This is an optimization exercise on Yosys and OpenROAD, whose aim is small area and a short achievable clock period, not a production implementation. Where RTL was checked, it was by simulation tests only, not by an equivalence proof against the original. Only the layout flow was run in run 10; the RTL was not checked for function there. Power figures rest on the tool's default switching activity, not on a simulated workload.

[flow/config.mk]
export PLATFORM = sky130hd
export DESIGN_NAME = fpu_top
export DESIGN_NICKNAME = fpu_top
export VERILOG_FILES = /design/flow/design.v
export SDC_FILE = /design/flow/constraint.sdc
export NUM_CORES = 4
export LEC_CHECK = 0
export CAP_MARGIN = 20
export CORE_MARGIN = 2
export CORE_UTILIZATION = 40
export PLACE_DENSITY = 0.85
export SLEW_MARGIN = 20
[flow/constraint.sdc]
create_clock -name core_clock -period 8.0 [get_ports {clk}]
set_input_delay 1.6000 -clock core_clock [delete_from_list [all_inputs] [get_ports {clk}]]
set_output_delay 1.6000 -clock core_clock [all_outputs]
set_load 0.01 [all_outputs]
[flow/design.v]
`default_nettype none
package fpu_pkg;
	typedef logic [31:0] fp32_t;	 
	typedef logic [31:0] int32_t;	 
	typedef logic [7:0]  exp_t;	 
	typedef logic [22:0] frac_t;	 
	typedef logic [23:0] sig_t;	 
	localparam exp_t EXP_MAX  = 8'd255;
	localparam exp_t EXP_BIAS = 8'd127;
	localparam int LATENCY = 3;
	typedef struct packed {
		logic [5:0] op1;	 
		logic [4:0] fmt;	 
		logic [5:0] op2;	 
	} instr_t;
	typedef struct packed {
		logic invalid_op;
		logic nan;
		logic ovf;
	} fpu_exc_t;
	typedef enum logic [2:0] {
		OP_IDLE,
		OP_ABS,
		OP_NEG,
		OP_FLOOR,
		OP_FTOI,
		OP_ITOF,
		OP_INVALID
	} op_t;
	localparam logic [5:0] OP1_COP1    = 6'b010001;
	localparam logic [4:0] FMT_S       = 5'b10000;
	localparam logic [4:0] FMT_W_FTOI  = 5'b00000;
	localparam logic [4:0] FMT_ITOF    = 5'b00100;
	localparam logic [5:0] FUNCT_ABS   = 6'b000101;
	localparam logic [5:0] FUNCT_NEG   = 6'b000111;
	localparam logic [5:0] FUNCT_FLOOR = 6'b001111;
	localparam logic [5:0] FUNCT_CVT   = 6'b000000;
endpackage
`default_nettype wire
`default_nettype none
module fpu_top (
	input  wire         clk,
	input  wire         rstn,
	input       fpu_pkg::instr_t instr,
	input       fpu_pkg::fp32_t  x1,	 
	input       fpu_pkg::int32_t x2,	 
	output fpu_pkg::fp32_t       y,
	output fpu_pkg::fpu_exc_t    exc
);
	function automatic logic [4:0] ftoi_amt(input logic [4:0] k);	 
		ftoi_amt = '0;
		for (int j = 0; j < 32; j++) if (k == 5'(j)) ftoi_amt = 5'((30 - j) & 31);
	endfunction
	function automatic logic [7:0] itof_exp(input logic [4:0] k);	 
		itof_exp = '0;
		for (int j = 0; j < 32; j++) if (k == 5'(j)) itof_exp = 8'(157 - j);
	endfunction
	function automatic logic [22:0] floor_mask(input logic [7:0] ee);
		for (int i = 0; i < 23; i++) floor_mask[i] = !ee[7] || (i < 22 && ee[4:0] <= 5'(21 - i));
	endfunction
	logic d_abs, d_neg, d_flr, d_ftoi, d_itof, cop1;
	assign cop1   = instr.op1 == fpu_pkg::OP1_COP1;
	assign d_abs  = cop1 && instr.fmt == fpu_pkg::FMT_S && instr.op2 == fpu_pkg::FUNCT_ABS;
	assign d_neg  = cop1 && instr.fmt == fpu_pkg::FMT_S && instr.op2 == fpu_pkg::FUNCT_NEG;
	assign d_flr  = cop1 && instr.fmt == fpu_pkg::FMT_S && instr.op2 == fpu_pkg::FUNCT_FLOOR;
	assign d_ftoi = cop1 && instr.fmt == fpu_pkg::FMT_W_FTOI && instr.op2 == fpu_pkg::FUNCT_CVT;
	assign d_itof = cop1 && instr.fmt == fpu_pkg::FMT_ITOF && instr.op2 == fpu_pkg::FUNCT_CVT;
	logic [7:0] e1;
	logic       fz_d, c_nan, c_ovf, c_half, c_norm;
	assign e1     = x1[30:23];
	assign fz_d   = x1[22:0] == '0;
	assign c_nan  = (e1 == 8'hff) && !fz_d;
	assign c_ovf  = !c_nan && ((e1 > 8'd158) || (e1 == 8'd158 && !(x1[31] && fz_d)));
	assign c_half = e1 == 8'd126;
	assign c_norm = (e1 >= 8'd127) && !c_nan && !c_ovf;
	logic fl_c_d;
	assign fl_c_d = x1[31] && e1 >= 8'd127 && e1 < 8'd150 && |(x1[22:0] & floor_mask(e1));
	logic o_sgn_d, o_flr_d, o_ft_d, o_fh_d, o_it_d;
	fpu_pkg::fpu_exc_t x_d;
	assign o_sgn_d       = rstn && (d_abs || d_neg);
	assign o_flr_d       = rstn && d_flr;
	assign o_ft_d        = rstn && d_ftoi && c_norm;
	assign o_fh_d        = rstn && d_ftoi && c_half;	 
	assign o_it_d        = rstn && d_itof && x2 != '0;
	assign x_d.invalid_op = rstn && !(d_abs || d_neg || d_flr || d_ftoi || d_itof);
	assign x_d.nan        = rstn && d_ftoi && c_nan;
	assign x_d.ovf        = rstn && d_ftoi && c_ovf;
	logic        s2;
	logic [30:0] v2;
	logic [30:0] pick;
	logic [30:0] cpl;
	logic [31:0] d_d;
	assign s2 = x2[31];
	assign v2 = x2[30:0];
	logic [30:0] vz;
	logic [4:0]  lz1;
	logic [4:0]  amt1;
	assign vz = x2[30:0] ^ {31{s2}};
	always_comb begin
		lz1 = 5'd31;
		for (int i = 0; i < 31; i++) begin
			if (vz[i]) lz1 = 5'(30 - i);
		end
	end
	assign amt1 = instr.fmt[2] ? lz1 : ftoi_amt(x1[27:23]);
	always_comb begin
		for (int i = 0; i < 23; i++) pick[i] = instr.fmt[2] ? v2[22-i] : x1[i];
		for (int i = 23; i < 31; i++) pick[i] = instr.fmt[2] ? v2[53-i] : x1[i];
		cpl[22:0]  = {23{instr.fmt[2] ? s2 : (!instr.fmt[4] && x1[31])}};
		cpl[30:23] = {8{instr.fmt[2] && s2}};
		d_d[30:0]  = pick ^ cpl;
		if (instr.fmt[2])  d_d[31] = s2;
		else if (d_neg)    d_d[31] = ~x1[31];
		else if (d_abs)    d_d[31] = 1'b0;
		else               d_d[31] = x1[31];
	end
	logic              o_sgn, o_flr, o_ft, o_fh, o_it;
	fpu_pkg::fpu_exc_t x_q;
	logic [31:0]       d_q;
	logic [4:0]        amt;	 
	logic              fz_q;	 
	logic              fl_c;	 
	always_ff @(posedge clk) begin
		fl_c  <= fl_c_d;
		amt   <= amt1;
		o_sgn <= o_sgn_d;
		o_flr <= o_flr_d;
		o_ft  <= o_ft_d;
		o_fh  <= o_fh_d;
		o_it  <= o_it_d;
		x_q   <= x_d;
		d_q   <= d_d;
		fz_q  <= fz_d;
	end
	logic        s;
	logic [7:0]  e;
	logic [22:0] fr;
	assign s  = d_q[31];
	assign e  = d_q[30:23];
	assign fr = d_q[22:0];
	logic [32:0] sin, sa, sb, sc, sd, se;
	assign sin  = {o_it ? s : ~s, d_q[22:0], o_it ? d_q[30:23] : {8{s}}, s};
	assign sa   = amt[4] ? {{16{s}}, sin[32:16]} : sin;
	assign sb   = amt[3] ? {{8{s}}, sa[32:8]} : sa;
	assign sc   = amt[2] ? {{4{s}}, sb[32:4]} : sb;
	assign sd   = amt[1] ? {{2{s}}, sc[32:2]} : sc;
	assign se   = amt[0] ? {s, sd[32:1]} : sd;
	logic [22:0] mask;
	logic        fl_mid;
	logic [31:0] fl_a;
	assign mask   = floor_mask(e);
	assign fl_mid = (e >= 8'd127) && (e < 8'd150);
	always_comb begin
		if (e == 8'hff && !fz_q)  fl_a = d_q | 32'h0040_0000;
		else if (!fl_mid && e >= 8'd150) fl_a = d_q;
		else if (!fl_mid) fl_a = (s && (e != '0 || !fz_q)) ? 32'hbf80_0000 : {s, 31'd0};
		else if (fl_c)    fl_a = d_q | {9'd0, mask};
		else              fl_a = d_q & ~{9'd0, mask};
	end
	logic [31:0] nrm;
	logic [7:0]  v8;
	logic        g, sig0, t1, t0, ci;
	logic [31:0] ai;
	always_comb begin
		for (int n = 0; n < 32; n++) nrm[n] = se[32-n];
		for (int k = 0; k < 8; k++) v8[k] = d_q[22-k];
	end
	always_comb begin
		g    = s;
		sig0 = s;
		t1   = 1'b1;
		t0   = 1'b0;
		for (int j = 0; j < 7; j++) if (amt == 5'(j)) g = v8[6-j];
		for (int j = 0; j < 8; j++) if (amt == 5'(j)) sig0 = v8[7-j];
		for (int k = 0; k < 6; k++) begin
			if (int'(amt) + k <= 5) begin
				t1 = t1 & v8[k];
				t0 = t0 | v8[k];
			end
		end
	end
	assign ci = s ? (g | (t1 & sig0)) : (g & (sig0 | t0));
	assign ai = {s, itof_exp(amt), nrm[30:8]};
	logic [32:0] data_d;
	logic        val_d;
	fpu_pkg::fpu_exc_t x2_d;
	always_comb begin
		if (o_it)       data_d = {ai, ci};
		else if (o_ft)  data_d = se;
		else if (o_flr) data_d = {fl_a, fl_c};
		else if (o_fh)  data_d = {{32{s}}, ~s};	 
		else            data_d = {d_q, 1'b0};
	end
	assign val_d = rstn && (o_sgn || o_flr || o_ft || o_fh || o_it);
	assign x2_d  = rstn ? x_q : '0;
	logic [32:0]       data_q;
	logic              val_q;
	fpu_pkg::fpu_exc_t x2_q;
	always_ff @(posedge clk) begin
		data_q <= data_d;
		val_q  <= val_d;
		x2_q   <= x2_d;
	end
	logic [31:0] a;
	logic        c;
	logic [31:0] pre;	 
	logic [31:0] y_d;
	assign a = data_q[32:1];
	assign c = data_q[0];
	always_comb begin
		pre[0] = 1'b1;
		for (int i = 1; i < 32; i++) pre[i] = pre[i-1] & a[i-1];
	end
	assign y_d = {32{rstn && val_q}} & (a ^ ({32{c}} & pre));	 
	always_ff @(posedge clk) begin
		y   <= y_d;
		exc <= rstn ? x2_q : '0;
	end
endmodule
`default_nettype wire
[flow/flow/run.sh]
#!/bin/bash
# Standard synthesis, then the combinational logic re-mapped by ABC with
# iterated choice-based mapping (flip-flops untouched), then the standard
# layout from floorplan on, with plain buffers on the ports and a
# lighter clock tree.
set -euo pipefail
WORK=$(pwd)
R=$WORK/orfs/results/$FLOW_PLATFORM/fpu_top/base
LOGS=$WORK/orfs/logs/$FLOW_PLATFORM/fpu_top/base
bash standard.sh synth > $WORK/flow_synth.log 2>&1
cp $R/1_2_yosys.v $R/1_2_yosys.std.v
YOSYS=$FLOW_HOME/../tools/install/yosys/bin/yosys
[ -x "$YOSYS" ] || YOSYS=$(command -v yosys)
export REABC_LIB=$FLOW_HOME/platforms/$FLOW_PLATFORM/lib/sky130_fd_sc_hd__tt_025C_1v80.lib
export REABC_IN=$R/1_2_yosys.std.v
export REABC_OUT=$R/1_2_yosys.v
export REABC_SCRIPT=$WORK/flow/abc.scr
export REABC_CONSTR=$WORK/orfs/objects/$FLOW_PLATFORM/fpu_top/base/abc.constr
export REABC_DONT_USE="$(grep -m1 -- '^abc -script' $LOGS/1_2_yosys.log | grep -o -- '-dont_use [^ ]*' | awk '{print $2}' | tr '\n' ' ')"
export REABC_FLOPS="$(grep -o 'sky130_fd_sc_hd__[a-z]*df[a-z0-9_]*' $R/1_2_yosys.std.v | sort -u | tr '\n' ' ')"
$YOSYS -c $WORK/flow/reabc.tcl > $WORK/flow_reabc.log 2>&1
rm -f $R/1_synth.odb $R/1_synth.sdc
export SETUP_SLACK_MARGIN=5.2
# port buffers: the smallest plain buffer, which the resizer upsizes where needed
export BUFFER_PORTS_ARGS="-buffer_cell sky130_fd_sc_hd__buf_1"
# clock tree: mid-size buffers and no dummy loads
export CTS_ARGS="-sink_clustering_enable -repair_clock_nets -buf_list sky130_fd_sc_hd__clkbuf_8 -dont_use_dummy_load"
bash standard.sh finish > $WORK/flow_finish.log 2>&1
[flow/flow/abc.scr]
strash
dc2
dch
map
strash
dc2
dch
map
strash
dch
map
topo
buffer -c
upsize -c
dnsize -c
[flow/flow/reabc.tcl]
# Re-map the combinational logic of the standard synthesis netlist with a
# different ABC script. Every flip-flop instance (name and cell type) is kept.
set lib     $::env(REABC_LIB)
set in      $::env(REABC_IN)
set out     $::env(REABC_OUT)
set script  $::env(REABC_SCRIPT)
set dontuse $::env(REABC_DONT_USE)

yosys read_liberty -ignore_miss_func $lib
yosys read_verilog $in
yosys hierarchy -top $::env(FLOW_TOP)
foreach ff [split $::env(REABC_FLOPS)] {
  yosys setattr -mod -set keep_hierarchy 1 $ff
}
yosys flatten
yosys rename -hide w:*.*
yosys opt_clean
set args [list -script $script -liberty $lib -constr $::env(REABC_CONSTR)]
foreach c [split $dontuse] { if {$c ne ""} { lappend args -dont_use $c } }
yosys abc {*}$args
yosys opt_clean -purge
yosys rename -enumerate
foreach ff [split $::env(REABC_FLOPS)] {
  yosys blackbox $ff
}
yosys tee -o $out.stat stat -liberty $lib
yosys write_verilog -noattr -nohex -nodec $out
[flow/standard.sh]
#!/bin/bash
# synth_recipe.tcl (not shown) runs the flow's synth.tcl, then flattens the netlist and writes it again
# the make line also repeats each setting of config.mk as NAME=value (left out here)
make -C /OpenROAD-flow-scripts/flow DESIGN_CONFIG=/design/flow/config.mk WORK_HOME=/design/flow/orfs CLKGATE_MAP_FILE= SYNTH_SCRIPT=/design/flow/synth_recipe.tcl "${@:-finish}"
==> flow_summary.ini, run 1 <==
[critical_path]
cp_common_cell = o22ai_1
crit_required_ns = 8.30
start_kind = input port
endpoint = amt[1]
path_cells = buf_8, buf_12, clkinv_16, nand2_8, a22oi_2, o21ai_1, a31oi_1, o22ai_1, a221oi_2, o22ai_1, a21oi_1, o31ai_1
worst-path-buf-inv = 3
crit_path_max_incr_delay_ns = 0.39
rr_endpoint = y[31]
crit_slowest_cell = a221oi_2
path_max_fanout = 8
crit_cells = 12
reg2reg_setup_slack_ns = 5.14
path_class = input port to flip-flop
r2r_cells = 12
r2r_start = data_q[0]
cpLargestDelayFamily = compound AO/OA/AOI/OAI gates
cp.arrival_ns = 3.32
crit_start = x2[31]
end_kind = flip-flop

[die]
dieArea_sq_um = 21200
start_util_pct = 40.9
die_w_um = 146
rows = 51
core_area_sq_um = 19600
io_pins = 118
die_h_um = 146

[timing]
holdWs_ns = 0.402
report.final.hold_viol_count = 0
min_period_over_period_pct = 37.7
slew_headroom_pct = 43.3
finalCriticalPeriod_ns = 3.02
worst_slack_ns = 4.98
report.final.slew_viol_count = 0
worst_clock_skew_ns = 0.0221
tightest_slew_ns = 0.840
fmax_mhz = 331
setup_viol = 0
setup_tns_ns = 0
rsz0062_at_grt = true

[drt]
drc = 0
antenna_left = 0
firstDrtPassIters = 6
vias_per_cell = 5.80
routed-via-count = 9606
wirelength_um = 30400
wl_per_cell_um = 18.3
dr.first_iter.drc_count = 975

[clocking]
clk_pin_slew_ns = 0.06
clk_latency_ns = 0.44
htreeDepth = 4
cts_buffers = 17
cts_tree = built
cts.sinks = 119
cts_buffer_depth = 2
cts_root_buffer = clkbuf_8
cts_hold_buf = 0

[grt]
antenna_found_initial = 0
grt_pass1_wl_um = 45700
grtUsageTotal_pct = 27.1
grt_max_degree = 59
overflow = 0
grt_pass1_vias = 8796

[place]
gp_congestion = 1.04
dp_cells = 1604
portBuffers = 117
hpwl_um = 23100
dpl_worst_slack_ns = 3.78

[status]
run_status = finished clean

[final_layout]
nFillCells = 2057
drive_gt1_share_pct = 9.48
antenna_cells = 0
area_delta_synth_final_pct = 18.2
most-common-layout-cells = nand2_1, o21ai_0, nor2_1, inv_1
fin_nets = 1477
fin_cells = 1657
final_common_cell = nand2_1

[logic_synthesis]
synth_area_sq_um = 8020
syn_inst = 1268
yosys_warnings = 1
synth_fp_nets = 1351
avgSynthCellArea_sq_um = 6.32

[run]
cap_viol_max_count = 0

[pwr]
ir_drop_uv = 69.4
powerDensity_nw_per_um2 = 167
power_mw = 1.58
p_leak_nw = 3.89

[worst_hold_path]
hold_path_class = flip-flop to flip-flop
worst register-to-register path: cells and delay by family (launching register included):
family / cells / cell delay, ns
AND/OR/NAND/NOR: 10 / 2.21
flip-flops: 1 / 0.37
buffers and inverters: 1 / 0.13
AO/OA/AOI/OAI: 1 / 0.04
how the worst min path moves through the flow:
stage / startpoint / endpoint / slack, ns / cells past startpoint
after global routing: x_q[0] / x2_q[0] / 0.42 / 2
final: x2_q[1] / exc[1] / 0.40 / 2
after CTS: x2_q[1] / exc[1] / 0.40 / 2
after floorplan: x2_q[0] / exc[0] / 0.39 / 2
after detailed placement: x2_q[1] / exc[1] / 0.40 / 2
after global placement: x_q[1] / x2_q[1] / 0.39 / 2
stage by stage:
step                      area, sq um  utilization, %
final                            9480            48.4
after global routing             9480            48.4
after CTS                        9010            46.0
after detailed placement         8690            44.3
after global placement           8690            44.3
after floorplan                  8080               -
layer usage:
| metal | vias up | track usage [%] | part of all wire, % |
|---|---|---|---|
| met5 | - | 0 | 0 |
| met4 | 0 | 17.3 | 6.7 |
| met3 | 122 | 5.83 | 8.7 |
| met2 | 574 | 44.0 | 45 |
| met1 | 4312 | 32.7 | 39 |
| li1 | 4598 | - | - |
layout make-up:
class	instances	area, sq um	area share, %
Multi-Input combinational cell	932	5000	52.7
Sequential cell	119	2400	25.3
Timing Repair Buffer	160	845	8.91
Inverter	162	663	6.99
Tap cell	265	332	3.50
Clock buffer	17	234	2.47
Timing Repair inverter	2	10.0	0.106
timing repair:
| item | in CTS | in global routing |
|---|---|---|
| setup endpoints to repair | 69 | 42 |
| buffers inserted | 2 | 31 |
| cloned | 0 | 3 |
| gates resized for setup | 23 | 72 |
| pin swaps | 0 | 14 |
state kept, by name (all words and copies together) (netlist names), 3 cells and up:
name    cells
x_q         3
x2_q        3
d_q        32
exc         3
data_q     33
y          32
amt         5
where the power goes:
| part | switching [mW] | internal [mW] |
|---|---|---|
| clock network | 0.205 | 0.186 |
| logic | 0.326 | 0.154 |
| registers | 0.0656 | 0.642 |
==> run 2: changes to the inputs <==
--- a/flow/config.mk
+++ b/flow/config.mk
@@ -10,3 +10,2 @@
 export CORE_UTILIZATION = 40
-export PLACE_DENSITY = 0.85
 export SLEW_MARGIN = 20
==> flow_summary.ini, run 2 <==
[clocking]
htreeDepth = 4
clk_latency_ns = 0.45
cts_tree = built
cts_buffer_depth = 2
cts.sinks = 119
cts_buffers = 17
clk_pin_slew_ns = 0.08
cts_root_buffer = clkbuf_8

[critical_path]
cp.arrival_ns = 3.13
path_class = input port to flip-flop
rr_endpoint = y[31]
start_kind = input port
crit_required_ns = 8.31
crit_start = x2[31]
endpoint = amt[1]
r2r_cells = 12
reg2reg_setup_slack_ns = 5.28
path_max_fanout = 19
end_kind = flip-flop
r2r_start = data_q[3]

[final_layout]
nFillCells = 2128
final_core_util_pct = 47.6
largest_reg_flops = 33
top_regs = data_q (33), d_q (32), y (32)
most-common-layout-cells = nand2_1, o21ai_0, nor2_1, inv_1, buf_1
fin_cells = 1644
regMostFlops = data_q
design_area_sq_um = 9320
drive_gt1_share_pct = 8.77
area_delta_synth_final_pct = 16.3
final_common_cell = nand2_1
antenna_cells = 0
fin_nets = 1464

[logic_synthesis]
syn_inst = 1268
yosys_warnings = 1
synth_area_sq_um = 8020
synth_fp_nets = 1351
avgSynthCellArea_sq_um = 6.32

[die]
die_h_um = 146
dieArea_sq_um = 21200
rows = 51
core_area_sq_um = 19600
die_w_um = 146
start_util_pct = 40.9
io_pins = 118

[timing]
tightest_slew_ns = 0.788
worst_clock_skew_ns = 0.0326
worst_slack_ns = 5.19
report.final.hold_viol_count = 0
setup_tns_ns = 0
finalCriticalPeriod_ns = 2.81
fmax_mhz = 355
slew_headroom_pct = 47.4
rsz0062_at_grt = true
report.final.slew_viol_count = 0
setup_viol = 0
min_period_over_period_pct = 35.2
holdWs_ns = 0.411

[grt]
grtUsageTotal_pct = 28.4
grt_pass1_wl_um = 47200
grt_pass1_vias = 8805
overflow = 0
antenna_found_initial = 1
grt_max_degree = 59

[drt]
drc = 0
wirelength_um = 31100
firstDrtPassIters = 12
dr.first_iter.drc_count = 806
wl_per_cell_um = 18.9
vias_per_cell = 5.74
antenna_left = 0
routed-via-count = 9436

[pwr]
powerDensity_nw_per_um2 = 169
power_mw = 1.57
p_leak_nw = 3.82
ir_drop_uv = 109

[place]
gp_congestion = 0.978
placed_cell_area_sq_um = 8700
dpl_worst_slack_ns = 4.24
dp_cells = 1605
hpwl_um = 24100
portBuffers = 117

[run]
cap_viol_max_count = 0

[worst_hold_path]
hold_path_class = flip-flop to flip-flop

[status]
run_status = finished clean
run 2: how the worst min path moves through the flow:
stage | startpoint | endpoint | depth (start not counted)
3_3_place_gp | x2_q[1] | exc[1] | 2
4_1_cts | data_q[32] | y[31] | 1
5_1_grt | x_q[0] | x2_q[0] | 2
6_report | x_q[2] | x2_q[2] | 2
3_5_place_dp | x2_q[0] | exc[0] | 2
2_1_floorplan | x2_q[0] | exc[0] | 2
run 2: timing repair:
action | 4_1_cts | 5_1_grt
resized for setup | 24 | 50
cloned | 0 | 2
setup buffers | 6 | 14
hold buffers | 0 | 0
setup endpoints to repair | 37 | 45
pin swaps | 0 | 14
run 2: final cells by class:
type	instances	area (sq um)	share of cell area, %
well taps	265	332	3.56
flip-flops and latches	119	2400	25.7
multi-input cells	932	4970	53.4
repair buffers	148	736	7.89
clock buffers	17	234	2.51
repair inverters	1	5.00	0.0537
inverters	162	644	6.91
run 2: where the power goes:
| group | switching (mW) | total (mW) | leakage (nW) | internal, mW |
|---|---|---|---|---|
| clock network | 0.207 | 0.393 | 0.122 | 0.186 |
| registers | 0.0654 | 0.708 | 0.987 | 0.643 |
| logic | 0.325 | 0.473 | 2.71 | 0.148 |
run 2: worst max-delay path, cell delays in order:
cell	delay, ns
buf_1	0.10
buf_12	0.15
clkinv_8	0.09
nand2_4	0.06
a22oi_2	0.11
o21ai_1	0.07
a31oi_1	0.15
o22ai_1	0.10
a221oi_2	0.30
o22ai_1	0.14
a21oi_1	0.16
o31ai_1	0.08
run 2: metal layers:
layer	vias to the layer above	share of wire [%]	GRT usage [%]
met5	-	0	0
met4	0	5.8	16.3
met3	104	7.3	5.74
met2	457	46	46.8
met1	4316	41	34.5
li1	4559	-	-
==> run 3: changes to the inputs <==
--- a/flow/config.mk
+++ b/flow/config.mk
@@ -10,2 +10,3 @@
 export CORE_UTILIZATION = 40
+export PLACE_DENSITY = 0.7
 export SLEW_MARGIN = 20
==> flow_summary.ini, run 3 <==
[final_layout]
design_area_sq_um = 9380
top_regs = data_q (33), d_q (32), y (32)
nFillCells = 2136
final_core_util_pct = 47.9
area_delta_synth_final_pct = 16.9
largest_reg_flops = 33
seqCellArea_sq_um = 2400
most-common-layout-cells = nand2_1, o21ai_0, nor2_1, inv_1, dfxtp_1
fin_nets = 1466
multiInputGateArea_sq_um = 5020
final_common_cell = nand2_1
fin_cells = 1646
antenna_cells = 0
drive_gt1_share_pct = 8.83
regMostFlops = data_q

[critical_path]
crit_required_ns = 8.30
path_class = input port to flip-flop
crit_slowest_cell = a221oi_2
end_kind = flip-flop
cp_common_cell = o22ai_1
rr_endpoint = y[30]
path_max_fanout = 19
path_cells = buf_1, buf_12, clkinv_8, nand2_4, a22oi_2, o21ai_1, a31oi_1, o22ai_1, a221oi_2, o22ai_1, a21oi_1, o31ai_1
r2r_start = data_q[0]
r2r_cells = 12
crit_path_max_incr_delay_ns = 0.35
cp.arrival_ns = 3.19
reg2reg_setup_slack_ns = 5.16
start_kind = input port

[timing]
report.final.slew_viol_count = 0
worst_clock_skew_ns = 0.0320
worst_slack_ns = 5.11
rsz0062_at_grt = true
setup_tns_ns = 0
min_period_over_period_pct = 36.1
report.final.hold_viol_count = 0
slew_headroom_pct = 44.0
holdWs_ns = 0.404
setup_viol = 0
fmax_mhz = 346
tightest_slew_ns = 0.830
finalCriticalPeriod_ns = 2.89

[grt]
grt_pass1_vias = 8939
antenna_found_initial = 0
grt_max_degree = 59
grt_pass1_wl_um = 46700
overflow = 0
grtUsageTotal_pct = 27.6

[clocking]
clk_latency_ns = 0.44
cts_root_buffer = clkbuf_8
clk_pin_slew_ns = 0.08
cts_buffers = 17
cts_tree = built
cts.sinks = 119
htreeDepth = 4
cts_hold_buf = 0
cts_buffer_depth = 2

[drt]
dr.first_iter.drc_count = 932
routed-via-count = 9486
wirelength_um = 30200
firstDrtPassIters = 6
drc = 0
wl_per_cell_um = 18.4
vias_per_cell = 5.76
antenna_left = 0

[die]
die_w_um = 146
dieArea_sq_um = 21200
die_h_um = 146
io_pins = 118
rows = 51
start_util_pct = 40.9
core_area_sq_um = 19600

[worst_hold_path]
hold_end = exc[0]
hp-start = x2_q[0]
hold_path_class = flip-flop to flip-flop
min_path_cells = 2

[place]
portBuffers = 117
dp_cells = 1604
placed_cell_area_sq_um = 8690
gp_congestion = 1.04
dpl_worst_slack_ns = 4.22
hpwl_um = 23400

[pwr]
powerDensity_nw_per_um2 = 168
p_leak_nw = 3.85
power_mw = 1.57
ir_drop_uv = 79.5

[logic_synthesis]
synth_fp_nets = 1351
syn_inst = 1268
yosys_warnings = 1
synth_area_sq_um = 8020
avgSynthCellArea_sq_um = 6.32

[run]
cap_viol_max_count = 0

[status]
run_status = finished clean
## run 3: worst max-delay path, delay by kind of cell
family | cells | cell delay (ns)
simple gates | 1 | 0.06
compound gates | 8 | 1.17
buf+inv | 3 | 0.35
## run 3: how the worst max path moves through the flow
stage / endpoint / startpoint
6_report: amt[1] / x2[31]
3_3_place_gp: amt[1] / instr[8]
2_1_floorplan: amt[1] / x2[31]
3_5_place_dp: amt[4] / instr[8]
4_1_cts: amt[0] / x2[0]
5_1_grt: y[30] / data_q[0]
## run 3: layer usage
| metal | track usage [%] | part of all wire [%] |
|---|---|---|
| met2 | 45.4 | 45 |
| met3 | 4.26 | 8.1 |
| met4 | 17.9 | 6.7 |
| met1 | 33.7 | 40 |
| met5 | 0 | 0 |
## run 3: report_power, final
part           switching (mW)  total, mW  internal [mW]
registers              0.0649      0.707          0.642
logic                   0.326      0.476          0.150
clock network           0.204      0.390          0.186
total                   0.595       1.57          0.978
## run 3: timing repair
item                                    in CTS  in global routing
gates resized for setup                     22                 55
pin swaps                                    3                 16
endpoints found under the setup margin      41                 42
gates cloned                                 0                  3
buffers inserted                             2                 20
## run 3: cell type report
| cell class | instances | share of cell area, % |
|---|---|---|
| Multi-Input combinational cell | 932 | 53.5 |
| Sequential cell | 119 | 25.6 |
| Timing Repair Buffer | 149 | 7.82 |
| Inverter | 162 | 6.88 |
| Tap cell | 265 | 3.54 |
| Clock buffer | 17 | 2.49 |
| Timing Repair inverter | 2 | 0.107 |
==> run 4: changes to the inputs <==
--- a/flow/flow/run.sh
+++ b/flow/flow/run.sh
@@ -22,3 +22,3 @@
 rm -f $R/1_synth.odb $R/1_synth.sdc
-export SETUP_SLACK_MARGIN=5.2
+export SETUP_SLACK_MARGIN=5.3
 # port buffers: the smallest plain buffer, which the resizer upsizes where needed
--- a/flow/config.mk
+++ b/flow/config.mk
@@ -10,3 +10,3 @@
 export CORE_UTILIZATION = 40
-export PLACE_DENSITY = 0.7
+export PLACE_DENSITY = 0.75
 export SLEW_MARGIN = 20
==> flow_summary.ini, run 4 <==
[status]
run_status = finished clean

[pwr]
p_leak_nw = 3.95
power_mw = 1.59
swShare_pct = 37.9
internal_power_mw = 0.984
ir_drop_uv = 80.3
power_frac_seq_pct = 44.6
powerDensity_nw_per_um2 = 165
power_frac_comb_pct = 30.9
power.switching_mw = 0.601
p_clk_share_pct = 24.6

[timing]
tightest_slew_ns = 0.794
slew_headroom_pct = 46.4
fmax_mhz = 349
worst_clock_skew_ns = 0.0320
setup_tns_ns = 0
holdWs_ns = 0.406
rsz0062_at_grt = true
setup_viol = 0
min_period_over_period_pct = 35.8
finalCriticalPeriod_ns = 2.86
report.final.slew_viol_count = 0
report.final.hold_viol_count = 0

[critical_path]
rr_endpoint = y[31]
cpLargestDelayFamily = compound AO/OA/AOI/OAI gates
crit_slowest_cell = a31oi_2
path_max_fanout = 4
crit_required_ns = 8.29
cp.arrival_ns = 3.16
reg2reg_setup_slack_ns = 5.22
path_cells = buf_2, nand2b_1, a21oi_1, o21bai_1, a21oi_1, o21bai_1, a21oi_1, o21bai_1, a31oi_2, o22ai_1, a21oi_1, o22ai_1
path_class = input port to flip-flop
crit_cells = 12
cp_common_cell = a21oi_1
r2r_start = data_q[0]
end_kind = flip-flop
r2r_cells = 13
worst-path-buf-inv = 1
start_kind = input port
crit_path_max_incr_delay_ns = 0.24

[worst_hold_path]
hold_end = exc[1]
hp-start = x2_q[1]
min_path_cells = 2
hold_path_class = flip-flop to flip-flop

[drt]
wl_per_cell_um = 18.9
wirelength_um = 31300
vias_per_cell = 5.72
firstDrtPassIters = 6
routed-via-count = 9460
drc = 0
antenna_left = 0
dr.first_iter.drc_count = 885

[place]
gp_congestion = 1.01
hpwl_um = 24100
portBuffers = 117

[clocking]
cts_buffer_depth = 2
cts.sinks = 119
cts_root_buffer = clkbuf_8
htreeDepth = 4
clk_pin_slew_ns = 0.08
cts_hold_buf = 0
clk_latency_ns = 0.44
cts_buffers = 17
cts_tree = built

[final_layout]
antenna_cells = 0
top_regs = data_q (33), d_q (32), y (32)
final_core_util_pct = 49.1
fin_nets = 1474
regMostFlops = data_q
drive_gt1_share_pct = 10.7
most-common-layout-cells = nand2_1, o21ai_0, nor2_1, inv_1, dfxtp_1
largest_reg_flops = 33
nFillCells = 2089
area_delta_synth_final_pct = 19.9
final_common_cell = nand2_1

[grt]
grt_util_met1_pct = 33.7
use_met2_pct = 47.1
grtUsageTotal_pct = 27.9
antenna_found_initial = 0
overflow = 0
grt_use_met3_pct = 4.98
grt_pass1_vias = 8818
grt_busiest_layer = met2
grt_pass1_wl_um = 47000
grt_max_degree = 59

[die]
die_h_um = 146
start_util_pct = 40.9
io_pins = 118
dieArea_sq_um = 21200
die_w_um = 146
core_area_sq_um = 19600
rows = 51

[logic_synthesis]
syn_inst = 1268
synth_fp_nets = 1351
avgSynthCellArea_sq_um = 6.32
synth_area_sq_um = 8020
yosys_warnings = 1

[run]
cap_viol_max_count = 0
run 4: cell types whose count changed in the layout (fill, tap and decap cells not counted), moves of 4 or more:
| cell | before | now |
|---|---|---|
| buf_1 | 111 | 103 |
| buf_4 | 28 | 32 |
| buf_6 | 1 | 7 |
| inv_1 | 151 | 147 |
| o21ai_0 | 180 | 176 |
run 4: layout make-up:
| type | instances | area [sq um] | area share [%] |
|---|---|---|---|
| Inverter | 162 | 662 | 6.89 |
| Tap cell | 265 | 332 | 3.45 |
| Sequential cell | 119 | 2400 | 24.9 |
| Timing Repair inverter | 2 | 16.3 | 0.169 |
| Timing Repair Buffer | 156 | 871 | 9.06 |
| Clock buffer | 17 | 234 | 2.43 |
| Multi-Input combinational cell | 933 | 5100 | 53.1 |
run 4: worst min-delay path: stages, from the launching register on:
cell	delay, ns
dfxtp_1	0.30
inv_1	0.04
nor2_1	0.03
run 4: power groups by stage:
stage | combinational [mW] | sequential, mW | clock, mW
floorplan | 0.310 | 0.683 | 0
global placement | 0.445 | 0.713 | 0
detailed placement | 0.444 | 0.714 | 0
CTS | 0.453 | 0.701 | 0.402
global route | 0.533 | 0.709 | 0.424
finish | 0.489 | 0.706 | 0.390
run 4: metal layers:
metal	vias to the layer above	part of all wire, %
met4	0	5.3
met1	4232	40
met3	104	8.3
li1	4598	-
met2	526	47
met5	-	0
run 4: per-stage QoR:
stage / setup WS, ns / instance area, sq um / instances
3_3_place_gp: 4.33 / 8720 / 1607
6_report: 5.14 / 9610 / 1654
2_1_floorplan: 5.15 / 8110 / 1268
3_5_place_dp: 4.23 / 8720 / 1607
4_1_cts: 5.14 / 9080 / 1627
5_1_grt: 5.02 / 9610 / 1654
run 4: worst max path at each step:
stage	from	to	slack, ns
CTS	x2[31]	amt[1]	5.14
detailed placement	instr[8]	amt[1]	4.23
global route	data_q[0]	y[31]	5.02
finish	x2[0]	amt[0]	5.14
global placement	instr[8]	amt[1]	4.33
floorplan	x2[31]	amt[1]	5.15
run 4: timing repair:
| item | in CTS | in global routing |
|---|---|---|
| setup buffers | 3 | 23 |
| resized for setup | 33 | 96 |
| setup endpoints to repair | 68 | 67 |
| cloned | 0 | 4 |
| pin swaps | 5 | 24 |
==> run 5: changes to the inputs <==
--- a/flow/flow/run.sh
+++ b/flow/flow/run.sh
@@ -22,3 +22,3 @@
 rm -f $R/1_synth.odb $R/1_synth.sdc
-export SETUP_SLACK_MARGIN=5.3
+export SETUP_SLACK_MARGIN=5.2
 # port buffers: the smallest plain buffer, which the resizer upsizes where needed
--- a/flow/config.mk
+++ b/flow/config.mk
@@ -12 +12,2 @@
 export SLEW_MARGIN = 20
+export TNS_END_PERCENT = 20
==> flow_summary.ini, run 5 <==
[final_layout]
multiInputGateArea_sq_um = 4920
seqCellArea_sq_um = 2390
antenna_cells = 0
regMostFlops = data_q
fin_nets = 1448
area_delta_synth_final_pct = 13.6
final_common_cell = nand2_1
most-common-layout-cells = nand2_1, o21ai_0, nor2_1, inv_1, dfxtp_1
largest_reg_flops = 33
drive_gt1_share_pct = 6.38
top_regs = data_q (33), d_q (32), y (32)
final_core_util_pct = 46.5
nFillCells = 2121
fin_cells = 1628

[clocking]
cts_tree = built
cts_hold_buf = 0
clk_latency_ns = 0.44
clk_pin_slew_ns = 0.07
cts.sinks = 119
htreeDepth = 4
cts_buffers = 17
cts_root_buffer = clkbuf_8
cts_buffer_depth = 2

[timing]
tightest_slew_ns = 0.759
slew_headroom_pct = 49.1
finalCriticalPeriod_ns = 2.94
worst_slack_ns = 5.06
rsz0062_at_grt = true
setup_tns_ns = 0
report.final.hold_viol_count = 0
report.final.slew_viol_count = 0
fmax_mhz = 340
worst_clock_skew_ns = 0.0306
setup_viol = 0
min_period_over_period_pct = 36.8

[worst_hold_path]
hold_path_class = flip-flop to flip-flop

[critical_path]
path_max_fanout = 19
end_kind = flip-flop
path_class = input port to flip-flop
crit_required_ns = 8.29
start_kind = input port
cp.arrival_ns = 3.24

[place]
dp_cells = 1603
gp_congestion = 1.03
dpl_worst_slack_ns = 3.81
hpwl_um = 23300
portBuffers = 117

[die]
die_w_um = 146
dieArea_sq_um = 21200
die_h_um = 146
rows = 51
start_util_pct = 40.9
io_pins = 118
core_area_sq_um = 19600

[logic_synthesis]
synth_fp_nets = 1351
synth_area_sq_um = 8020
syn_inst = 1268
yosys_warnings = 1
avgSynthCellArea_sq_um = 6.32

[grt]
grt_pass1_wl_um = 46000
grt_max_degree = 59
grt_pass1_vias = 8640
overflow = 0
grtUsageTotal_pct = 27.4
antenna_found_initial = 0

[pwr]
powerDensity_nw_per_um2 = 172
p_leak_nw = 3.72
ir_drop_uv = 70.2

[status]
run_status = finished clean

[drt]
dr.first_iter.drc_count = 948
wl_per_cell_um = 18.2
antenna_left = 0
wirelength_um = 29700
vias_per_cell = 5.69
drc = 0
routed-via-count = 9258
firstDrtPassIters = 6

[run]
cap_viol_max_count = 0
## run 5: cell count changes in the layout (fill, tap and decap cells not counted), moves of 3 or more
cell / before / now
nor4_1: 5 / 9
buf_6: 7 / 2
o21ai_2: 5 / 0
o21ai_0: 176 / 183
buf_1: 103 / 111
nand3_1: 38 / 41
buf_12: 5 / 1
buf_4: 32 / 11
nand2_1: 192 / 195
## run 5: critical path: stages
cell,delay (ns)
buf_1,0.10
buf_12,0.14
clkinv_8,0.09
nand2_4,0.06
a22oi_2,0.12
o21ai_1,0.08
a31oi_1,0.18
o22ai_1,0.12
a221oi_2,0.36
o22ai_1,0.15
a21oi_1,0.15
o31ai_1,0.08
## run 5: final timing paths
check | to | start | cells after the start | slack [ns]
setup / recovery | amt[1] | x2[31] | 12 | 5.06
hold / removal | x2_q[2] | x_q[2] | 2 | 0.40
setup reg to reg | data_q[2] | amt[3] | 9 | 5.26
hold reg to reg | x2_q[2] | x_q[2] | 2 | 0.40
## run 5: where the power goes
part	internal (mW)	total, mW	leakage, nW	switching, mW
combinational	0.144	0.465	2.62	0.321
clock	0.186	0.398	0.122	0.211
sequential	0.642	0.706	0.986	0.0637
## run 5: metrics by stage
| step | hold slack [ns] | total power, mW | cell area, sq um |
|---|---|---|---|
| floorplan | 0.388 | 0.992 | 8080 |
| CTS | 0.402 | 1.55 | 8990 |
| detailed placement | 0.395 | 1.15 | 8680 |
| global placement | 0.393 | 1.15 | 8670 |
| global route | 0.412 | 1.65 | 9110 |
| finish | 0.401 | 1.57 | 9110 |
## run 5: area by class of cell
type | count | area share, %
Clock buffer | 17 | 2.57
Inverter | 162 | 7.06
Multi-Input combinational cell | 932 | 54.0
Sequential cell | 119 | 26.2
Tap cell | 265 | 3.64
Timing Repair Buffer | 131 | 6.40
Timing Repair inverter | 2 | 0.110
## run 5: routing by layer
metal / vias to the layer above / share of wire (%) / track usage, %
met5: - / 0 / 0
met4: 0 / 6.1 / 17.3
met3: 101 / 8.4 / 4.89
met2: 541 / 45 / 44.2
met1: 4089 / 41 / 33.9
li1: 4527 / - / -
## run 5: what timing repair did
item / in CTS / in global routing
pin swaps: 0 / 8
gates cloned: 0 / 2
buffers inserted: 2 / 4
gates resized for setup: 19 / 32
endpoints found under the setup margin: 72 / 41
==> run 6: changes to the inputs <==
--- a/flow/config.mk
+++ b/flow/config.mk
@@ -12,2 +12 @@
 export SLEW_MARGIN = 20
-export TNS_END_PERCENT = 20
==> flow_summary.ini, run 6 <==
[critical_path]
path_max_fanout = 15
end_kind = flip-flop
crit_required_ns = 8.31
cp.arrival_ns = 3.17
start_kind = input port
path_class = input port to flip-flop

[final_layout]
most-common-layout-cells = nand2_1, o21ai_0, nor2_1, inv_1, dfxtp_1
area_delta_synth_final_pct = 15.8
regMostFlops = data_q
largest_reg_flops = 33
design_area_sq_um = 9280
fin_cells = 1634
drive_gt1_share_pct = 7.82
final_common_cell = nand2_1
top_regs = data_q (33), d_q (32), y (32)
nFillCells = 2110
fin_nets = 1454
antenna_cells = 0

[place]
hpwl_um = 23300
portBuffers = 117
gp_congestion = 1.03
dp_cells = 1603
dpl_worst_slack_ns = 3.81
placed_cell_area_sq_um = 8680

[die]
die_w_um = 146
rows = 51
die_h_um = 146
start_util_pct = 40.9
io_pins = 118
dieArea_sq_um = 21200
core_area_sq_um = 19600

[grt]
antenna_found_initial = 0
grt_pass1_wl_um = 46100
grt_max_degree = 59
overflow = 0
grtUsageTotal_pct = 27.5
grt_pass1_vias = 8653

[timing]
worst_clock_skew_ns = 0.0298
report.final.slew_viol_count = 0
slew_headroom_pct = 48.8
fmax_mhz = 349
tightest_slew_ns = 0.763
min_period_over_period_pct = 35.8
finalCriticalPeriod_ns = 2.86
setup_tns_ns = 0
setup_viol = 0
rsz0062_at_grt = true
worst_slack_ns = 5.14
report.final.hold_viol_count = 0

[run]
cap_viol_max_count = 0

[logic_synthesis]
synth_area_sq_um = 8020
syn_inst = 1268
avgSynthCellArea_sq_um = 6.32
yosys_warnings = 1
synth_fp_nets = 1351

[clocking]
cts_root_buffer = clkbuf_8
clk_pin_slew_ns = 0.07
cts_buffers = 17
clk_latency_ns = 0.45
htreeDepth = 4
cts_hold_buf = 0
cts_buffer_depth = 2
cts_tree = built
cts.sinks = 119

[pwr]
p_leak_nw = 3.78
power_mw = 1.58
p_clk_share_pct = 25.3
power_frac_seq_pct = 44.8
ir_drop_uv = 70.6
power_frac_comb_pct = 29.9
power.switching_mw = 0.602
powerDensity_nw_per_um2 = 170
swShare_pct = 38.2
internal_power_mw = 0.975

[status]
run_status = finished clean

[worst_hold_path]
hold_path_class = flip-flop to flip-flop

[drt]
wirelength_um = 29900
firstDrtPassIters = 5
wl_per_cell_um = 18.3
antenna_left = 0
drc = 0
vias_per_cell = 5.77
routed-via-count = 9434
dr.first_iter.drc_count = 976
## run 6: layout make-up
cell class                 count  area [sq um]  area share [%]
clock buffer                  17           234            2.52
multi-input combinational    932          5010            53.9
sequential                   119          2390            25.8
tap                          265           332            3.57
inverter                     162           658            7.09
timing repair inverter         2          10.0           0.108
timing repair buffer         137           651            7.01
## run 6: power groups by stage
stage               Clock (mW)  Combinational [mW]  Sequential, mW
finish                   0.399               0.471           0.706
global placement             0               0.437           0.714
global route             0.428               0.520           0.709
CTS                      0.405               0.445           0.702
floorplan                    0               0.308           0.683
detailed placement           0               0.438           0.714
## run 6: worst max-delay path, stage by stage
cell	delay, ns
buf_6	0.10
buf_12	0.14
buf_4	0.20
nor3_1	0.30
nand3_1	0.17
nor4_1	0.53
nor3_1	0.13
## run 6: final timing paths
check	start	to	slack (ns)	cells past startpoint
setup reg to reg	amt[4]	data_q[2]	5.32	9
setup / recovery	x2[31]	o_it	5.14	7
hold / removal	x_q[2]	x2_q[2]	0.40	2
hold reg to reg	x_q[2]	x2_q[2]	0.40	2
## run 6: layer usage
layer	up-vias	routed length, um	GRT usage, %
met5	-	0	0
met4	0	1800	16.5
met3	107	2570	5.30
met2	547	13500	44.4
met1	4239	12000	34.0
li1	4541	-	-
## run 6: timing repair
item | 4_1_cts | 5_1_grt
resized for setup | 31 | 45
gates cloned | 0 | 2
pin swaps | 1 | 4
setup endpoints to repair | 72 | 41
setup buffers | 2 | 10
## run 6: per-stage QoR
stage,utilization (%),hold slack [ns]
detailed placement,44.3,0.395
global placement,44.3,0.393
finish,47.4,0.400
global route,47.4,0.412
floorplan,-,0.388
CTS,46.1,0.402
==> run 7: changes to the inputs <==
--- a/flow/config.mk
+++ b/flow/config.mk
@@ -9,3 +9,3 @@
 export CORE_MARGIN = 2
-export CORE_UTILIZATION = 40
+export CORE_UTILIZATION = 55
 export PLACE_DENSITY = 0.75
==> flow_summary.ini, run 7 <==
[status]
run_status = finished clean

[die]
io_pins = 118
start_util_pct = 55.8
rows = 44
dieArea_sq_um = 15600
core_area_sq_um = 14400
die_w_um = 125
die_h_um = 125

[clocking]
clk_pin_slew_ns = 0.07
cts_root_buffer = clkbuf_8
cts_buffers = 17
cts.sinks = 119
cts_tree = built
clk_latency_ns = 0.45
htreeDepth = 4
cts_buffer_depth = 2

[pwr]
power_mw = 1.55
ir_drop_uv = 85.1
p_leak_nw = 3.79
powerDensity_nw_per_um2 = 170
power.switching_mw = 0.578
power_frac_seq_pct = 45.4
power_frac_comb_pct = 30.3
p_clk_share_pct = 24.3
internal_power_mw = 0.976
swShare_pct = 37.2

[final_layout]
drive_gt1_share_pct = 7.35
antenna_cells = 0
fin_nets = 1459
regMostFlops = data_q
top_regs = data_q (33), d_q (32), y (32)
largest_reg_flops = 33
fin_cells = 1558
multiInputGateArea_sq_um = 4970
nFillCells = 1425
final_common_cell = nand2_1
seqCellArea_sq_um = 2390
area_delta_synth_final_pct = 14.2
final_core_util_pct = 63.7
most-common-layout-cells = nand2_1, o21ai_0, nor2_1, inv_1, dfxtp_1

[place]
gp_congestion = 1.06
dpl_worst_slack_ns = 3.79
portBuffers = 117
hpwl_um = 22300
dp_cells = 1523

[timing]
report.final.slew_viol_count = 0
worst_slack_ns = 5.10
report.final.hold_viol_count = 0
setup_tns_ns = 0
tightest_slew_ns = 0.772
min_period_over_period_pct = 36.3
slew_headroom_pct = 47.9
setup_viol = 0
rsz0062_at_grt = true
worst_clock_skew_ns = 0.0440
finalCriticalPeriod_ns = 2.90
fmax_mhz = 345

[run]
cap_viol_max_count = 0

[drt]
drc = 0
met3_length_um = 2850
top_layer_used = met4
wirelength_um = 28900
dr.first_iter.drc_count = 1034
wl_per_cell_um = 18.6
vias_per_cell = 6.09
met1_length_um = 11100
antenna_left = 0
firstDrtPassIters = 6
routed-via-count = 9492
wl_met2_um = 12700

[critical_path]
path_cells = buf_2, nand2b_1, a21oi_1, o21bai_1, a21oi_1, o21bai_1, a21oi_1, o21bai_1, a31oi_2, o22ai_1, a21oi_1, o22ai_1
end_kind = flip-flop
cpLargestDelayFamily = compound AO/OA/AOI/OAI gates
crit_required_ns = 8.29
worst-path-buf-inv = 1
path_max_fanout = 4
crit_slowest_cell = a31oi_2
cp_common_cell = a21oi_1
start_kind = input port
crit_path_max_incr_delay_ns = 0.27
cp.arrival_ns = 3.19
path_class = input port to flip-flop

[logic_synthesis]
yosys_warnings = 1
syn_inst = 1268
avgSynthCellArea_sq_um = 6.32
synth_area_sq_um = 8020
synth_fp_nets = 1351

[worst_hold_path]
hold_path_class = flip-flop to flip-flop

[grt]
antenna_found_initial = 0
overflow = 0
grtUsageTotal_pct = 36.4
grt_pass1_wl_um = 45000
grt_pass1_vias = 8746
grt_max_degree = 59
==> run 7: tightest hold or removal path: stages, from the launching register on <==
cell and delay (ns):
dfxtp_1 0.29, inv_1 0.04, nor2_1 0.03
==> run 7: routing by layer <==
layer	track usage, %	up-vias
met5	0	-
met4	26.4	0
met3	6.19	153
met2	57.1	629
met1	45.1	4161
li1	-	4549
==> run 7: worst paths after layout <==
check | cells past startpoint | start | slack [ns] | endpoint
max | 12 | x2[0] | 5.10 | amt[0]
min | 2 | x2_q[1] | 0.39 | exc[1]
max reg2reg | 11 | amt[1] | 5.25 | data_q[0]
min reg2reg | 2 | x2_q[1] | 0.39 | exc[1]
==> run 7: per-stage QoR <==
| stage | hold slack, ns | cell area [sq um] |
|---|---|---|
| CTS | 0.396 | 8930 |
| finish | 0.394 | 9160 |
| global route | 0.423 | 9160 |
| detailed placement | 0.397 | 8580 |
| floorplan | 0.388 | 8080 |
| global placement | 0.389 | 8580 |
==> run 7: area by class of cell <==
| type | count | share of cell area, % |
|---|---|---|
| sequential | 119 | 26.1 |
| inverter | 162 | 7.05 |
| clock buffer | 17 | 2.55 |
| timing repair inverter | 2 | 0.109 |
| multi-input combinational | 932 | 54.2 |
| timing repair buffer | 142 | 7.46 |
| tap | 184 | 2.51 |
==> run 7: what timing repair did <==
item | in CTS | in global routing
pin swaps | 1 | 3
resized for setup | 26 | 30
setup buffers | 5 | 10
hold endpoints to repair | 0 | 0
gates cloned | 0 | 2
endpoints found under the setup margin | 71 | 40
hold buffers | 0 | 0
==> run 7: power by group through the flow <==
stage	clock network, mW	logic [mW]	registers (mW)
after detailed placement	0	0.434	0.714
after global placement	0	0.432	0.712
after global routing	0.412	0.517	0.709
final	0.378	0.471	0.706
after floorplan	0	0.308	0.683
after CTS	0.387	0.441	0.702
==> run 8: changes to the inputs <==
--- a/flow/config.mk
+++ b/flow/config.mk
@@ -9,3 +9,3 @@
 export CORE_MARGIN = 2
-export CORE_UTILIZATION = 55
+export CORE_UTILIZATION = 50
 export PLACE_DENSITY = 0.75
==> flow_summary.ini, run 8 <==
[status]
run_status = finished clean

[worst_hold_path]
hold_path_class = flip-flop to flip-flop

[drt]
wirelength_um = 28000
wl_per_cell_um = 17.7
vias_per_cell = 5.94
drc = 0
antenna_left = 0
routed-via-count = 9424
dr.first_iter.drc_count = 987
firstDrtPassIters = 6

[die]
rows = 46
die_w_um = 131
start_util_pct = 50.8
io_pins = 118
die_h_um = 131
core_area_sq_um = 15800
dieArea_sq_um = 17100

[critical_path]
end_kind = flip-flop
crit_required_ns = 8.29
path_max_fanout = 5
cp.arrival_ns = 3.11
start_kind = input port
path_class = input port to flip-flop

[pwr]
powerDensity_nw_per_um2 = 170
power_mw = 1.55
ir_drop_uv = 98.1
p_leak_nw = 3.77

[clocking]
cts_root_buffer = clkbuf_8
htreeDepth = 4
cts.sinks = 119
cts_hold_buf = 0
clk_latency_ns = 0.45
clk_pin_slew_ns = 0.07
cts_buffers = 17
cts_tree = built
cts_buffer_depth = 2

[timing]
min_period_over_period_pct = 35.2
worst_slack_ns = 5.18
worst_clock_skew_ns = 0.0420
report.final.hold_viol_count = 0
slew_headroom_pct = 48.8
setup_viol = 0
setup_tns_ns = 0
tightest_slew_ns = 0.759
finalCriticalPeriod_ns = 2.82
rsz0062_at_grt = true
report.final.slew_viol_count = 0
fmax_mhz = 355

[final_layout]
fin_cells = 1586
drive_gt1_share_pct = 7.01
regMostFlops = data_q
final_common_cell = nand2_1
area_delta_synth_final_pct = 13.9
antenna_cells = 0
most-common-layout-cells = nand2_1, o21ai_0, nor2_1, inv_1, dfxtp_1
fin_nets = 1455
top_regs = data_q (33), d_q (32), y (32)
largest_reg_flops = 33
final_core_util_pct = 57.9

[place]
dp_cells = 1555
dpl_worst_slack_ns = 3.76
portBuffers = 117
hpwl_um = 22000
gp_congestion = 0.990

[logic_synthesis]
avgSynthCellArea_sq_um = 6.32
yosys_warnings = 1
syn_inst = 1268
synth_area_sq_um = 8020
synth_fp_nets = 1351

[grt]
antenna_found_initial = 0
grt_max_degree = 59
grt_pass1_vias = 8532
overflow = 0
grtUsageTotal_pct = 33.1
grt_pass1_wl_um = 43600

[run]
cap_viol_max_count = 0
==> run 8: per-layer routing <==
| layer | vias to the layer above | global-route usage, % | share of wire [%] |
|---|---|---|---|
| li1 | 4539 | - | - |
| met1 | 4213 | 40.3 | 39 |
| met2 | 554 | 54.4 | 45 |
| met3 | 118 | 6.84 | 9.7 |
| met4 | 0 | 19.0 | 6.2 |
| met5 | - | 0 | 0 |
==> run 8: final timing paths <==
kind	cells after the start	to	from	slack, ns
worst max-delay path	10	amt[1]	x2[4]	5.18
worst min-delay path	2	x2_q[0]	x_q[0]	0.40
worst max register to register	13	data_q[22]	o_it	5.37
worst min register to register	2	x2_q[0]	x_q[0]	0.40
==> run 8: cell type report <==
class                           count  area, sq um
Tap cell                          216          270
Timing Repair inverter              1         5.00
Sequential cell                   119         2390
Multi-Input combinational cell    932         4950
Timing Repair Buffer              139          641
Fill cell                        1611         6640
Inverter                          162          642
Clock buffer                       17          234
==> run 8: critical path, cell delays in order <==
cell and delay (ns):
buf_1 0.22, nand3_2 0.14, a22oi_2 0.16, o21ai_1 0.08, a31oi_1 0.15, o22ai_1 0.10
a221oi_2 0.27, o22ai_1 0.13, a21oi_1 0.18, o31ai_1 0.08
==> run 8: timing repair <==
item	CTS	global route
setup endpoints to repair	70	43
pin swaps	0	1
gates resized for setup	26	28
buffers inserted	3	10
cloned	0	1
==> run 8: through the flow <==
step / hold slack (ns) / cell area, sq um
6_report: 0.395 / 9130
5_1_grt: 0.402 / 9130
4_1_cts: 0.397 / 8960
3_5_place_dp: 0.396 / 8620
3_3_place_gp: 0.392 / 8620
2_1_floorplan: 0.388 / 8080
==> run 8: power by group <==
part	leakage, nW	total (mW)	switching, mW	internal, mW
Combinational	2.66	0.459	0.315	0.144
Sequential	0.987	0.708	0.0659	0.642
Clock	0.122	0.387	0.201	0.186
==> run 9: changes to the inputs <==
--- a/flow/flow/run.sh
+++ b/flow/flow/run.sh
@@ -22,3 +22,3 @@
 rm -f $R/1_synth.odb $R/1_synth.sdc
-export SETUP_SLACK_MARGIN=5.2
+export SETUP_SLACK_MARGIN=5.3
 # port buffers: the smallest plain buffer, which the resizer upsizes where needed
==> flow_summary.ini, run 9 <==
[status]
run_status = finished clean

[clocking]
cts_root_buffer = clkbuf_8
cts_buffer_depth = 2
cts_buffers = 17
clk_latency_ns = 0.44
htreeDepth = 4
cts_tree = built
clk_pin_slew_ns = 0.07
cts_hold_buf = 0
cts.sinks = 119

[pwr]
powerDensity_nw_per_um2 = 165
p_clk_share_pct = 24.2
swShare_pct = 37.5
ir_drop_uv = 112
power_frac_seq_pct = 44.7
power_mw = 1.58
p_leak_nw = 3.93
power_frac_comb_pct = 31.1
power.switching_mw = 0.591
internal_power_mw = 0.986

[critical_path]
reg2reg_setup_slack_ns = 5.41
cp_common_cell = o22ai_1
rr_endpoint = data_q[22]
crit_slowest_cell = a221oi_2
crit_required_ns = 8.31
r2r_start = o_it
path_max_fanout = 7
end_kind = flip-flop
crit_cells = 12
path_class = input port to flip-flop
endpoint = amt[1]
crit_path_max_incr_delay_ns = 0.30
cpLargestDelayFamily = compound AO/OA/AOI/OAI gates
start_kind = input port
worst-path-buf-inv = 3
cp.arrival_ns = 3.08
path_cells = buf_6, buf_12, clkinv_16, nand2_4, a22oi_2, o21ai_1, a31oi_1, o22ai_1, a221oi_2, o22ai_1, a21oi_1, o31ai_1
r2r_cells = 12
crit_start = x2[31]

[grt]
grt_pass1_vias = 8835
grt_max_degree = 59
grt_pass1_wl_um = 45500
antenna_found_initial = 0
overflow = 0
grtUsageTotal_pct = 35.1

[final_layout]
antenna_cells = 0
final_common_cell = nand2_1
top_regs = data_q (33), d_q (32), y (32)
area_delta_synth_final_pct = 19.1
drive_gt1_share_pct = 10.7
most-common-layout-cells = nand2_1, o21ai_0, nor2_1, inv_1, dfxtp_1
largest_reg_flops = 33
final_core_util_pct = 60.6
regMostFlops = data_q
fin_nets = 1480

[drt]
dr.first_iter.drc_count = 981
antenna_left = 0
wirelength_um = 30700
routed-via-count = 9670
firstDrtPassIters = 9
wl_per_cell_um = 19.0
drc = 0
vias_per_cell = 6.00

[timing]
min_period_over_period_pct = 34.7
tightest_slew_ns = 0.887
setup_viol = 0
slew_headroom_pct = 40.7
setup_tns_ns = 0
finalCriticalPeriod_ns = 2.78
report.final.hold_viol_count = 0
holdWs_ns = 0.396
worst_clock_skew_ns = 0.0287
rsz0062_at_grt = true
report.final.slew_viol_count = 0
fmax_mhz = 360

[die]
dieArea_sq_um = 17100
die_w_um = 131
die_h_um = 131
core_area_sq_um = 15800
rows = 46
io_pins = 118
start_util_pct = 50.8

[logic_synthesis]
yosys_warnings = 1
avgSynthCellArea_sq_um = 6.32
synth_fp_nets = 1351
synth_area_sq_um = 8020
syn_inst = 1268

[worst_hold_path]
hold_path_class = flip-flop to flip-flop

[place]
portBuffers = 117
gp_congestion = 0.988
hpwl_um = 23200

[run]
cap_viol_max_count = 0
[run 9: cell types whose count changed in the layout (fill, tap and decap cells not counted), moves of 3 or more]
cell,previous run,this run
buf_1,112,109
buf_2,0,4
buf_4,19,42
clkbuf_2,4,1
dfxtp_1,115,112
inv_1,151,146
inv_2,1,4
nor2_4,3,6
nor3_1,28,25
o21ai_0,184,178
o21ai_1,5,11
[run 9: power groups by stage]
| stage | Combinational, mW | Clock, mW | Sequential (mW) |
|---|---|---|---|
| final | 0.491 | 0.381 | 0.704 |
| after global routing | 0.537 | 0.414 | 0.707 |
| after CTS | 0.454 | 0.392 | 0.700 |
| after detailed placement | 0.441 | 0 | 0.713 |
| after global placement | 0.442 | 0 | 0.712 |
| after floorplan | 0.310 | 0 | 0.683 |
[run 9: metrics by stage]
step	std cells	setup slack, ns	cell area, sq um
final	1611	5.22	9550
after global placement	1555	3.86	8640
after floorplan	1268	5.15	8110
after global routing	1611	5.13	9550
after detailed placement	1555	3.74	8640
after CTS	1585	5.23	9110
[run 9: layout make-up]
cell class	instances	area, sq um
Tap cell	216	270
Timing Repair inverter	2	16.3
Timing Repair Buffer	163	875
Multi-Input combinational cell	932	5090
Inverter	162	666
Fill cell	1604	6220
Clock buffer	17	234
Sequential cell	119	2400
[run 9: worst register-to-register path, delay by kind of cell, from the launching register on]
family / cells / cell delay [ns]
AOI/OAI and AO/OA: 7 / 1.08
buffers and inverters: 3 / 0.55
DFF: 1 / 0.41
and+or+nand+nor: 2 / 0.39
[run 9: per-layer routing]
metal	vias up	track usage, %	share of wire, %
met3	151	6.51	8.3
met5	-	0	0
met4	0	24.3	7.2
met1	4334	41.6	39
li1	4605	-	-
met2	580	57.5	46
[run 9: repair_timing]
action / 4_1_cts / 5_1_grt
cloned: 1 / 2
endpoints found under the setup margin: 74 / 60
pin swaps: 6 / 16
gates resized for setup: 44 / 66
buffers inserted: 12 / 24
[run 9: worst min-delay path by stage]
stage,cells past startpoint,to,startpoint,slack [ns]
floorplan,2,exc[0],x2_q[0],0.39
global placement,2,x2_q[0],x_q[0],0.39
detailed placement,2,x2_q[1],x_q[1],0.40
CTS,2,x2_q[1],x_q[1],0.39
global route,2,exc[0],x2_q[0],0.40
finish,2,x2_q[1],x_q[1],0.40
==> run 10: changes to the inputs <==
--- a/flow/design.v
+++ b/flow/design.v
@@ -75,4 +75,2 @@
 	assign c_norm = (e1 >= 8'd127) && !c_nan && !c_ovf;
-	logic fl_c_d;
-	assign fl_c_d = x1[31] && e1 >= 8'd127 && e1 < 8'd150 && |(x1[22:0] & floor_mask(e1));
 	logic o_sgn_d, o_flr_d, o_ft_d, o_fh_d, o_it_d;
@@ -121,5 +119,3 @@
 	logic              fz_q;	 
-	logic              fl_c;	 
 	always_ff @(posedge clk) begin
-		fl_c  <= fl_c_d;
 		amt   <= amt1;
@@ -148,6 +144,8 @@
 	logic [22:0] mask;
-	logic        fl_mid;
+	logic        hf, fl_c, fl_mid;
 	logic [31:0] fl_a;
 	assign mask   = floor_mask(e);
+	assign hf     = |(fr & mask);
 	assign fl_mid = (e >= 8'd127) && (e < 8'd150);
+	assign fl_c   = fl_mid & s & hf;
 	always_comb begin
@@ -156,3 +154,3 @@
 		else if (!fl_mid) fl_a = (s && (e != '0 || !fz_q)) ? 32'hbf80_0000 : {s, 31'd0};
-		else if (fl_c)    fl_a = d_q | {9'd0, mask};
+		else if (s & hf)  fl_a = d_q | {9'd0, mask};
 		else              fl_a = d_q & ~{9'd0, mask};
--- a/flow/flow/run.sh
+++ b/flow/flow/run.sh
@@ -22,3 +22,2 @@
 rm -f $R/1_synth.odb $R/1_synth.sdc
-export SETUP_SLACK_MARGIN=5.3
 # port buffers: the smallest plain buffer, which the resizer upsizes where needed
--- a/flow/config.mk
+++ b/flow/config.mk
@@ -9,4 +9,4 @@
 export CORE_MARGIN = 2
-export CORE_UTILIZATION = 50
-export PLACE_DENSITY = 0.75
+export CORE_UTILIZATION = 40
+export SETUP_SLACK_MARGIN = 5
 export SLEW_MARGIN = 20
==> flow_summary.ini, run 10 <==
[critical_path]
reg2reg_setup_slack_ns = 5.09
crit_path_max_incr_delay_ns = 0.48
rr_endpoint = data_q[13]
crit_slowest_cell = clkinvlp_4
r2r_cells = 10
path_cells = buf_4, clkinvlp_4, nor2_1, inv_1, a21oi_1, a21oi_1, o21ai_0, o21ai_1, o22ai_1, o21bai_1
path_class = flip-flop to flip-flop
cp.arrival_ns = 3.25
cp_common_cell = a21oi_1
endpoint = data_q[13]
start_kind = flip-flop
end_kind = flip-flop
crit_required_ns = 8.34
path_max_fanout = 27
r2r_start = amt[2]
crit_start = amt[2]

[logic_synthesis]
avgSynthCellArea_sq_um = 6.27
synth_area_sq_um = 8120
yosys_warnings = 1
synth_fp_nets = 1379
syn_inst = 1296

[drt]
routed-via-count = 9491
drc = 0
wirelength_um = 30600
dr.first_iter.drc_count = 1224
wl_per_cell_um = 18.4
vias_per_cell = 5.70
firstDrtPassIters = 7
antenna_left = 0

[final_layout]
final_common_cell = nand2_1
top_regs = data_q (33), d_q (32), y (32)
largest_reg_flops = 33
fin_nets = 1478
most-common-layout-cells = nand2_1, nor2_1, o21ai_0, inv_1
drive_gt1_share_pct = 5.74
area_delta_synth_final_pct = 12.4
fin_cells = 1664
regMostFlops = data_q

[die]
die_h_um = 146
dieArea_sq_um = 21500
core_area_sq_um = 20100
die_w_um = 146
rows = 52
io_pins = 118
start_util_pct = 40.4

[status]
run_status = finished clean

[timing]
setup_tns_ns = 0
report.final.hold_viol_count = 0
rsz0062_at_grt = false
fmax_mhz = 344
worst_clock_skew_ns = 0.0322
slew_headroom_pct = 41.5
tightest_slew_ns = 0.874
finalCriticalPeriod_ns = 2.91
setup_viol = 0
report.final.slew_viol_count = 0
min_period_over_period_pct = 36.3

[pwr]
ir_drop_uv = 82.8
power_mw = 1.60
powerDensity_nw_per_um2 = 175
p_leak_nw = 3.80

[clocking]
cts_hold_buf = 0
cts_buffer_depth = 2
cts_root_buffer = clkbuf_8
htreeDepth = 4
cts_tree = built
cts.sinks = 118
clk_pin_slew_ns = 0.09
cts_buffers = 17
clk_latency_ns = 0.45

[worst_hold_path]
hold_path_class = flip-flop to flip-flop
min_path_cells = 2

[grt]
grt_pass1_vias = 8661
antenna_found_initial = 0
grtUsageTotal_pct = 28.3
overflow = 0
grt_max_degree = 51
grt_pass1_wl_um = 47500

[place]
hpwl_um = 23900
dp_cells = 1643
gp_congestion = 1.00
portBuffers = 117

[run]
cap_viol_max_count = 0
run 10: routing by layer:
layer  share of wire (%)  global-route usage [%]
met5                   0                       0
met4                 3.5                    11.0
met3                 8.6                    5.53
met2                  45                    45.6
met1                  43                    37.6
run 10: what timing repair did:
| action | CTS | global route |
|---|---|---|
| gates cloned | 1 | 0 |
| setup endpoints to repair | 36 | 32 |
| resized for setup | 12 | 15 |
| setup buffers | 2 | 0 |
run 10: area by class of cell:
| cell class | instances | area (sq um) |
|---|---|---|
| multi-input cells | 965 | 5020 |
| clock buffers | 17 | 234 |
| repair buffers | 130 | 546 |
| flip-flops and latches | 118 | 2370 |
| inverters | 163 | 629 |
| diodes | 1 | 2.50 |
| well taps | 270 | 338 |
| fillers | 2199 | 11000 |
run 10: worst max-delay path, delay by kind of cell (launching register included):
| kind | cells | cell delay (ns) |
|---|---|---|
| AOI/OAI and AO/OA | 6 | 1.18 |
| buffers and inverters | 3 | 0.88 |
| and+or+nand+nor | 1 | 0.41 |
| DFF | 1 | 0.33 |
run 10: power breakdown:
part | total [mW] | switching, mW | leakage (nW) | internal [mW]
clock | 0.399 | 0.213 | 0.122 | 0.186
sequential | 0.700 | 0.0635 | 0.977 | 0.637
combinational | 0.500 | 0.353 | 2.70 | 0.148
run 10: through the flow:
step	setup WS (ns)	area [sq um]	utilization [%]	hold WS [ns]
floorplan	4.88	8120	-	0.388
global placement	3.96	8800	43.8	0.393
detailed placement	3.83	8800	43.8	0.392
CTS	5.01	9090	45.2	0.392
global route	5.01	9130	45.4	0.396
finish	5.09	9130	45.4	0.383
run 10: worst min path at each step:
stage	from	endpoint	slack (ns)
2_1_floorplan	x2_q[0]	exc[0]	0.39
3_3_place_gp	x_q[1]	x2_q[1]	0.39
3_5_place_dp	x2_q[2]	exc[2]	0.39
4_1_cts	x2_q[0]	exc[0]	0.39
5_1_grt	x2_q[0]	exc[0]	0.40
6_report	x2_q[0]	exc[0]	0.38

## re-timing with driven ports
How much do the figures lean on ideal ports? The routed layouts below were timed once more, with nothing changed but the port constraints. Step 1 sets driving cells, clkbuf_16 on the clock port and buf_2 on the other inputs (assumed; they add their load-dependent delay and slew). Step 2 also shifts input and output timing later by t, the mid clock arrival at the registers, as if the neighbouring blocks saw the same clock. Three values: no drivers, after step 1, after step 2; two values: the first two.
run	t, ns	setup WS [ns]	worst register clock-pin slew, ns	pins driven straight from the clock port
run 1	0.473	4.981 / 4.980 / 4.507	0.07 / 0.07	1
run 2	0.480	5.186 / 5.211 / 4.731	0.08 / 0.08	1
run 3	0.459	5.110 / 5.129 / 4.670	0.08 / 0.08	1
run 4	0.462	5.138 / 5.153 / 4.691	0.08 / 0.08	1
run 5	0.470	5.055 / 5.079 / 4.610	0.08 / 0.08	1
run 6	0.474	5.137 / 5.149 / 4.675	0.08 / 0.08	1
run 7	0.465	5.099 / 5.120 / 4.655	0.09 / 0.09	1
run 8	0.469	5.180 / 5.201 / 4.732	0.09 / 0.09	1
run 9	0.464	5.223 / 5.231 / 4.768	0.07 / 0.07	1
run 10	0.472	5.093 / 5.093 / 4.682	0.09 / 0.09	1
After both steps setup and hold are still met in every run listed. For run 1, which loses most, drivers alone change the setup slack by -0.001 ns; drivers and shift together by -0.474 ns.
